Source: an optimization exercise on an open RTL-to-GDS flow (aim: small area, a short achievable clock period and few clock cycles per item). Production flows keep margins and buffers that such runs may drop. RTL that was checked went through simulation tests only; none was proved equivalent to the original. No activity file was given, so power comes from the tool's default toggle rates.

Design fp_mul_pipe, start of the top module:
module fp_mul_pipe
#(
  parameter int EXP_W = 8,
  parameter int MAN_W = 23,
  localparam int W = 1 + EXP_W + MAN_W
) (
  input  logic         clk,
  input  logic         reset,
  input  logic         in_valid,
  output logic         in_ready,
  input  logic         rnd_mode,
  input  logic [W-1:0] a,
  input  logic [W-1:0] b,
  output logic         out_valid,
  input  logic         out_ready,
  output logic [W-1:0] c,
  output logic         ovf,
  output logic         unf,
  output logic         inv
);
  logic en, vld1, vld2, vld3;
  logic [22:0] am, bm;
  logic [22:0] amn;
  assign am = ~amn;
  logic s0, m0, inv0, zero0, vld0;
  logic [9:0] e0;
  logic bo0n;
  logic bt0n;
  logic bo1n;
  logic bt1n;
  logic bo2n;
  logic bt2n;
  logic bo3n;
  logic bt3n;
  logic bo4n;
  logic bt4n;
  logic bo5n;
  logic bt5n;
  logic bo6n;
  logic bt6n;
  logic bo7n;
  logic bt7n;
  logic bo8n;
  logic bt8n;
  logic bo9n;
  logic bt9n;
  logic bo10n;
  logic bt10n;
  logic bo11n;
  logic bt11n;
  assign en       = !vld2 | out_ready;
  assign in_ready = out_ready;
  assign out_valid = vld2;
  always_ff @(posedge clk) begin
    if (reset) begin
      vld1 <= 1'b0;
      vld2 <= 1'b0;
      vld3 <= 1'b0;
    end else if (en) begin
      vld1 <= vld0;
      vld2 <= vld1;
      vld3 <= vld2;
    end
  end
  logic bo0_d;
  logic bt0_d;
  logic bn0;
  logic pp1;
  logic pp2;
  logic pp3;
  logic pp4;
  logic pp5;
  logic pp6;
  logic pp7;
  logic pp8;
  logic pp9;
  logic pp10;
  logic pp11;
  logic pp12;
  logic pp13;
  logic pp14;
  logic pp15;
  logic pp16;
  logic pp17;
  logic pp18;
  logic pp19;
  logic pp20;
  logic pp21;
  logic pp22;
  logic pp23;
  logic pp24;
  logic pp25;
  logic ns26;
  logic bo1_d;
  logic bt1_d;
  logic bn1;
  logic pp27;
  logic pp28;
  logic pp29;
  logic pp30;
  logic pp31;
  logic pp32;
  logic pp33;
  logic pp34;
  logic pp35;
  logic pp36;
  logic pp37;
  logic pp38;
  logic pp39;
  logic pp40;
  logic pp41;
  logic pp42;
  logic pp43;
  logic pp44;
  logic pp45;
  logic pp46;
  logic pp47;
  logic pp48;
  logic pp49;
  logic pp50;
  logic pp51;
  logic ns52;
  logic bo2_d;
  logic bt2_d;
  logic bn2;
  logic pp53;
  logic pp54;
  logic pp55;
  logic pp56;
  logic pp57;
  ...
For scale: about 2000 cells after synthesis, ~21000 µm² of cells after synthesis.
==> flow/config.mk <==
export PLATFORM = sky130hd
export DESIGN_NAME = fp_mul_pipe
export DESIGN_NICKNAME = fp_mul_pipe
export VERILOG_FILES = /design/flow/design.v
export SDC_FILE = /design/flow/constraint.sdc
export NUM_CORES = 4
export LEC_CHECK = 0
export ABC_AREA = 1
export CAP_MARGIN = 20
export CORE_MARGIN = 2
export CORE_UTILIZATION = 40
export CTS_BUF_LIST = sky130_fd_sc_hd__clkbuf_8 sky130_fd_sc_hd__clkbuf_16
export SETUP_SLACK_MARGIN = 4.6
export SLEW_MARGIN = 20
export SYNTH_HIERARCHICAL = 1
export SYNTH_MINIMUM_KEEP_SIZE = 0
==> flow/constraint.sdc <==
create_clock -name core_clock -period 8.5 [get_ports {clk}]
set_input_delay 1.7000 -clock core_clock [delete_from_list [all_inputs] [get_ports {clk}]]
set_output_delay 1.7000 -clock core_clock [all_outputs]
set_load 0.01 [all_outputs]
standard.sh (not shown) runs the stock make flow with config.mk's settings and CLKGATE_MAP_FILE= SYNTH_SCRIPT=/design/flow/synth_recipe.tcl, a recipe that flattens the netlist after the stock synthesis.
==> flow/flow/run.sh <==
#!/bin/bash
# Layout flow: the standard ORFS flow (standard.sh, unchanged synthesis),
# with port buffers of a plain small buffer cell instead of the default
# choice, and timing repair allowed to change cell footprints.
set -euo pipefail
bash standard.sh \
  MATCH_CELL_FOOTPRINT=0 \
  BUFFER_PORTS_ARGS="-buffer_cell sky130_fd_sc_hd__buf_2" \
  finish > standard.log 2>&1
Rerun with:
--- a/flow/flow/run.sh
+++ b/flow/flow/run.sh
@@ -7,0 +8 @@
+  REMOVE_ABC_BUFFERS=1 \
What happened:
- register-to-register slack is worse by 0.04 ns
- design area is about the same
- total power climbs by 0.60%
- combinational power barely changes
- global-route usage came out lower by 0.28 points
- non-clock buffer count went down by 1
- setup slack degrades by 0.039 ns
- synthesized area does not change
- routed wire length stays flat
- clock power grows by about 2%
- hold slack barely changes
No run of this note included a check of the RTL's function; only the layout flow was run.

* * *

fp_mul_pipe, a different RTL version from the one above (not shown whole).
Size: about 2000 cells after synthesis, ~190 flip-flops, roughly 110 I/O pins, about 21000 um^2 of cells after synthesis.
Settings: LEC_CHECK=0, ABC_AREA=1, CAP_MARGIN=20, CORE_MARGIN=2, CORE_UTILIZATION=40, CTS_BUF_LIST=sky130_fd_sc_hd__clkbuf_8 sky130_fd_sc_hd__clkbuf_16, SETUP_SLACK_MARGIN=4.8, SLEW_MARGIN=20, SYNTH_HIERARCHICAL=1, SYNTH_MINIMUM_KEEP_SIZE=0, TNS_END_PERCENT=5; clock period 8.5 ns.
==> flow/flow/run.sh <==
#!/bin/bash
# Layout flow: the standard ORFS flow (standard.sh, unchanged synthesis),
# with port buffers of a plain small buffer cell instead of the default
# choice, and timing repair allowed to change cell footprints.
set -euo pipefail
bash standard.sh \
  MATCH_CELL_FOOTPRINT=0 \
  BUFFER_PORTS_ARGS="-buffer_cell sky130_fd_sc_hd__buf_2" \
  finish > standard.log 2>&1
Testbench counts at the start, summed over its fixed seeds: cycles 16,024, items 16,000.
Then changed:
Settings changed: SETUP_SLACK_MARGIN 4.8 to 4.4, TNS_END_PERCENT 5 to not set.
Outcome:
- The new run completed without violations
- cell count shrinks by 0.57%
- worst setup slack improves by 0.025 ns
- register-to-register slack loses 0.12 ns
- count of clock-buffer cells in the layout is unchanged
- sequential power hardly moves
- sequential cell count does not change
- utilization went down by 1.1 points
Then changed:
Settings changed: CTS_BUF_LIST sky130_fd_sc_hd__clkbuf_8 sky130_fd_sc_hd__clkbuf_16 to sky130_fd_sc_hd__clkbuf_16, CTS_CLUSTER_SIZE set to 30, SETUP_SLACK_MARGIN 4.4 to 4.6.
=> Cell area goes up by 2.9%. Flip-flop and latch count is unchanged. Power rose by 3.2%. Sequential power hardly moves. Synthesized cell count does not change. Setup slack gets better by 0.17 ns. Count of clock-buffer cells in the layout is unchanged. Die area stays the same. Non-clock buffer count is higher by 20.
Then changed:
Settings changed: CTS_BUF_LIST sky130_fd_sc_hd__clkbuf_16 to sky130_fd_sc_hd__clkbuf_8 sky130_fd_sc_hd__clkbuf_16, CTS_CLUSTER_SIZE 30 to not set, SETUP_SLACK_MARGIN 4.6 to 4.0.
Outcome: The changed run completed without violations. Area after synthesis does not change. Synthesized cell count does not change. Wire length falls by about 3.7%. Power falls by about 6%. Design area falls by about 5%. Worst setup slack is worse by 0.45 ns. Fmax falls by about 10%. Clock-buffer cell count is unchanged.
Then changed:
Settings changed: PLACE_DENSITY set to 0.75, SETUP_SLACK_MARGIN 4.0 to 4.6.
Result: Non-clock buffer count increases by 86; total power increases by roughly a tenth; final area increases by a little under a tenth; cell count increases by a few percent.

* * *

fp_mul_pipe again, from the RTL that the note above started with.
## fp_mul_pipe
module fp_mul_pipe
#(
  parameter int EXP_W = 8,
  parameter int MAN_W = 23,
  localparam int W = 1 + EXP_W + MAN_W
) (
  input  logic         clk,
  input  logic         reset,
  input  logic         in_valid,
  output logic         in_ready,
  input  logic         rnd_mode,
  input  logic [W-1:0] a,
  input  logic [W-1:0] b,
  output logic         out_valid,
  input  logic         out_ready,
  output logic [W-1:0] c,
  output logic         ovf,
  output logic         unf,
  output logic         inv
);
  logic en, vld1, vld2, vld3;
  logic [22:0] am, bm;
  logic [22:0] amn;
  assign am = ~amn;
  logic s0, m0, inv0, zero0, vld0;
  logic [9:0] e0;
  logic bo0n;
  logic bt0n;
  logic bo1n;
  logic bt1n;
  logic bo2n;
  logic bt2n;
  logic bo3n;
  logic bt3n;
  logic bo4n;
  logic bt4n;
  logic bo5n;
  logic bt5n;
  logic bo6n;
  logic bt6n;
  logic bo7n;
  logic bt7n;
  logic bo8n;
  logic bt8n;
  logic bo9n;
  logic bt9n;
  logic bo10n;
  logic bt10n;
  logic bo11n;
  logic bt11n;
  assign en       = !vld2 | out_ready;
  assign in_ready = en;
  assign out_valid = vld2;
  always_ff @(posedge clk) begin
    if (reset) begin
      vld1 <= 1'b0;
      vld2 <= 1'b0;
      vld3 <= 1'b0;
    end else if (en) begin
      vld1 <= vld0;
      vld2 <= vld1;
      vld3 <= vld2;
    end
  end
  logic bo0_d;
  logic bt0_d;
  logic bn0;
  logic pp1;
  logic pp2;
  logic pp3;
  logic pp4;
  logic pp5;
  logic pp6;
  logic pp7;
  logic pp8;
  logic pp9;
  logic pp10;
  logic pp11;
  logic pp12;
  logic pp13;
  logic pp14;
  logic pp15;
  logic pp16;
  logic pp17;
  logic pp18;
  logic pp19;
  logic pp20;
  logic pp21;
  logic pp22;
  logic pp23;
  ...
clock: 8.5 ns
lec_check: 0
abc_area: 1
cap_margin: 20
core_margin: 2
core_utilization: 40
cts_buf_list: sky130_fd_sc_hd__clkbuf_8 sky130_fd_sc_hd__clkbuf_16
setup_slack_margin: 4.6
slew_margin: 20
synth_hierarchical: 1
synth_minimum_keep_size: 0
==> flow/flow/run.sh <==
#!/bin/bash
# Layout flow: the standard ORFS flow (standard.sh, unchanged synthesis),
# with port buffers of a plain small buffer cell instead of the default
# choice, and timing repair allowed to change cell footprints.
set -euo pipefail
bash standard.sh \
  MATCH_CELL_FOOTPRINT=0 \
  REMOVE_ABC_BUFFERS=1 \
  BUFFER_PORTS_ARGS="-buffer_cell sky130_fd_sc_hd__buf_2" \
  finish > standard.log 2>&1
Testbench counts at the start, summed over its fixed seeds: cycles 16,024, items 16,000.
Then changed:
--- a/flow/flow/run.sh
+++ b/flow/flow/run.sh
@@ -6,5 +6,4 @@
 bash standard.sh \
   MATCH_CELL_FOOTPRINT=0 \
-  REMOVE_ABC_BUFFERS=1 \
   BUFFER_PORTS_ARGS="-buffer_cell sky130_fd_sc_hd__buf_2" \
   finish > standard.log 2>&1
SETUP_SLACK_MARGIN = 4.2   (was 4.6)
After rerunning: Maximum frequency is lower by 7.7%; final area falls by 3.2%; worst setup slack gets worse by 0.33 ns.
Then changed:
SETUP_SLACK_MARGIN = 4.6   (was 4.2)
TNS_END_PERCENT = 5   (was default)
Result: Clock skew grows by 0.0080 ns. Critical path depth went down by 3. First-iteration DRC count rises by about 2.6%. Register-to-register slack improved by 0.33 ns.

-- what the ideal ports hide --
The results above use ideal ports. As a check the final layouts listed here were re-extracted and re-timed, cells and wires unchanged. Step 1 sets driving cells, clkbuf_16 on the clock port and buf_2 on the other inputs (assumed; they add their load-dependent delay and slew). Step 2, shift: input delay + t, output delay - t, t = (earliest + latest rising clock arrival at the registers) / 2. This alone moves slack from input paths to output paths. Slacks: ideal ports / drivers / drivers and shift; pairs: ideal ports / drivers.
run | t, ns | slack for setup (ns) | worst setup path at the end
the first run of note 1 | 0.540 | 4.682 / 4.682 / 4.682 | register to register
the second run of note 1 | 0.544 | 4.644 / 4.644 / 4.644 | register to register
the first run of note 2 | 0.550 | 4.413 / 4.380 / 4.243 | input to register
the second run of note 2 | 0.551 | 4.438 / 4.406 / 4.406 | input to output
the third run of note 2 | 0.542 | 4.610 / 4.577 / 4.463 | input to register
the fourth run of note 2 | 0.548 | 4.155 / 4.155 / 4.155 | register to register
the fifth run of note 2 | 0.518 | 4.591 / 4.559 / 4.517 | input to register
the first run of note 3 | 0.534 | 4.573 / 4.542 / 4.366 | input to register
the second run of note 3 | 0.552 | 4.244 / 4.244 / 4.244 | register to register
the third run of note 3 | 0.548 | 4.419 / 4.386 / 4.243 | input to register
After both steps every run listed still meets setup and hold. The setup slack of the first run of note 3, which loses most, moves by -0.031 ns with the drivers and by -0.207 ns with both steps.
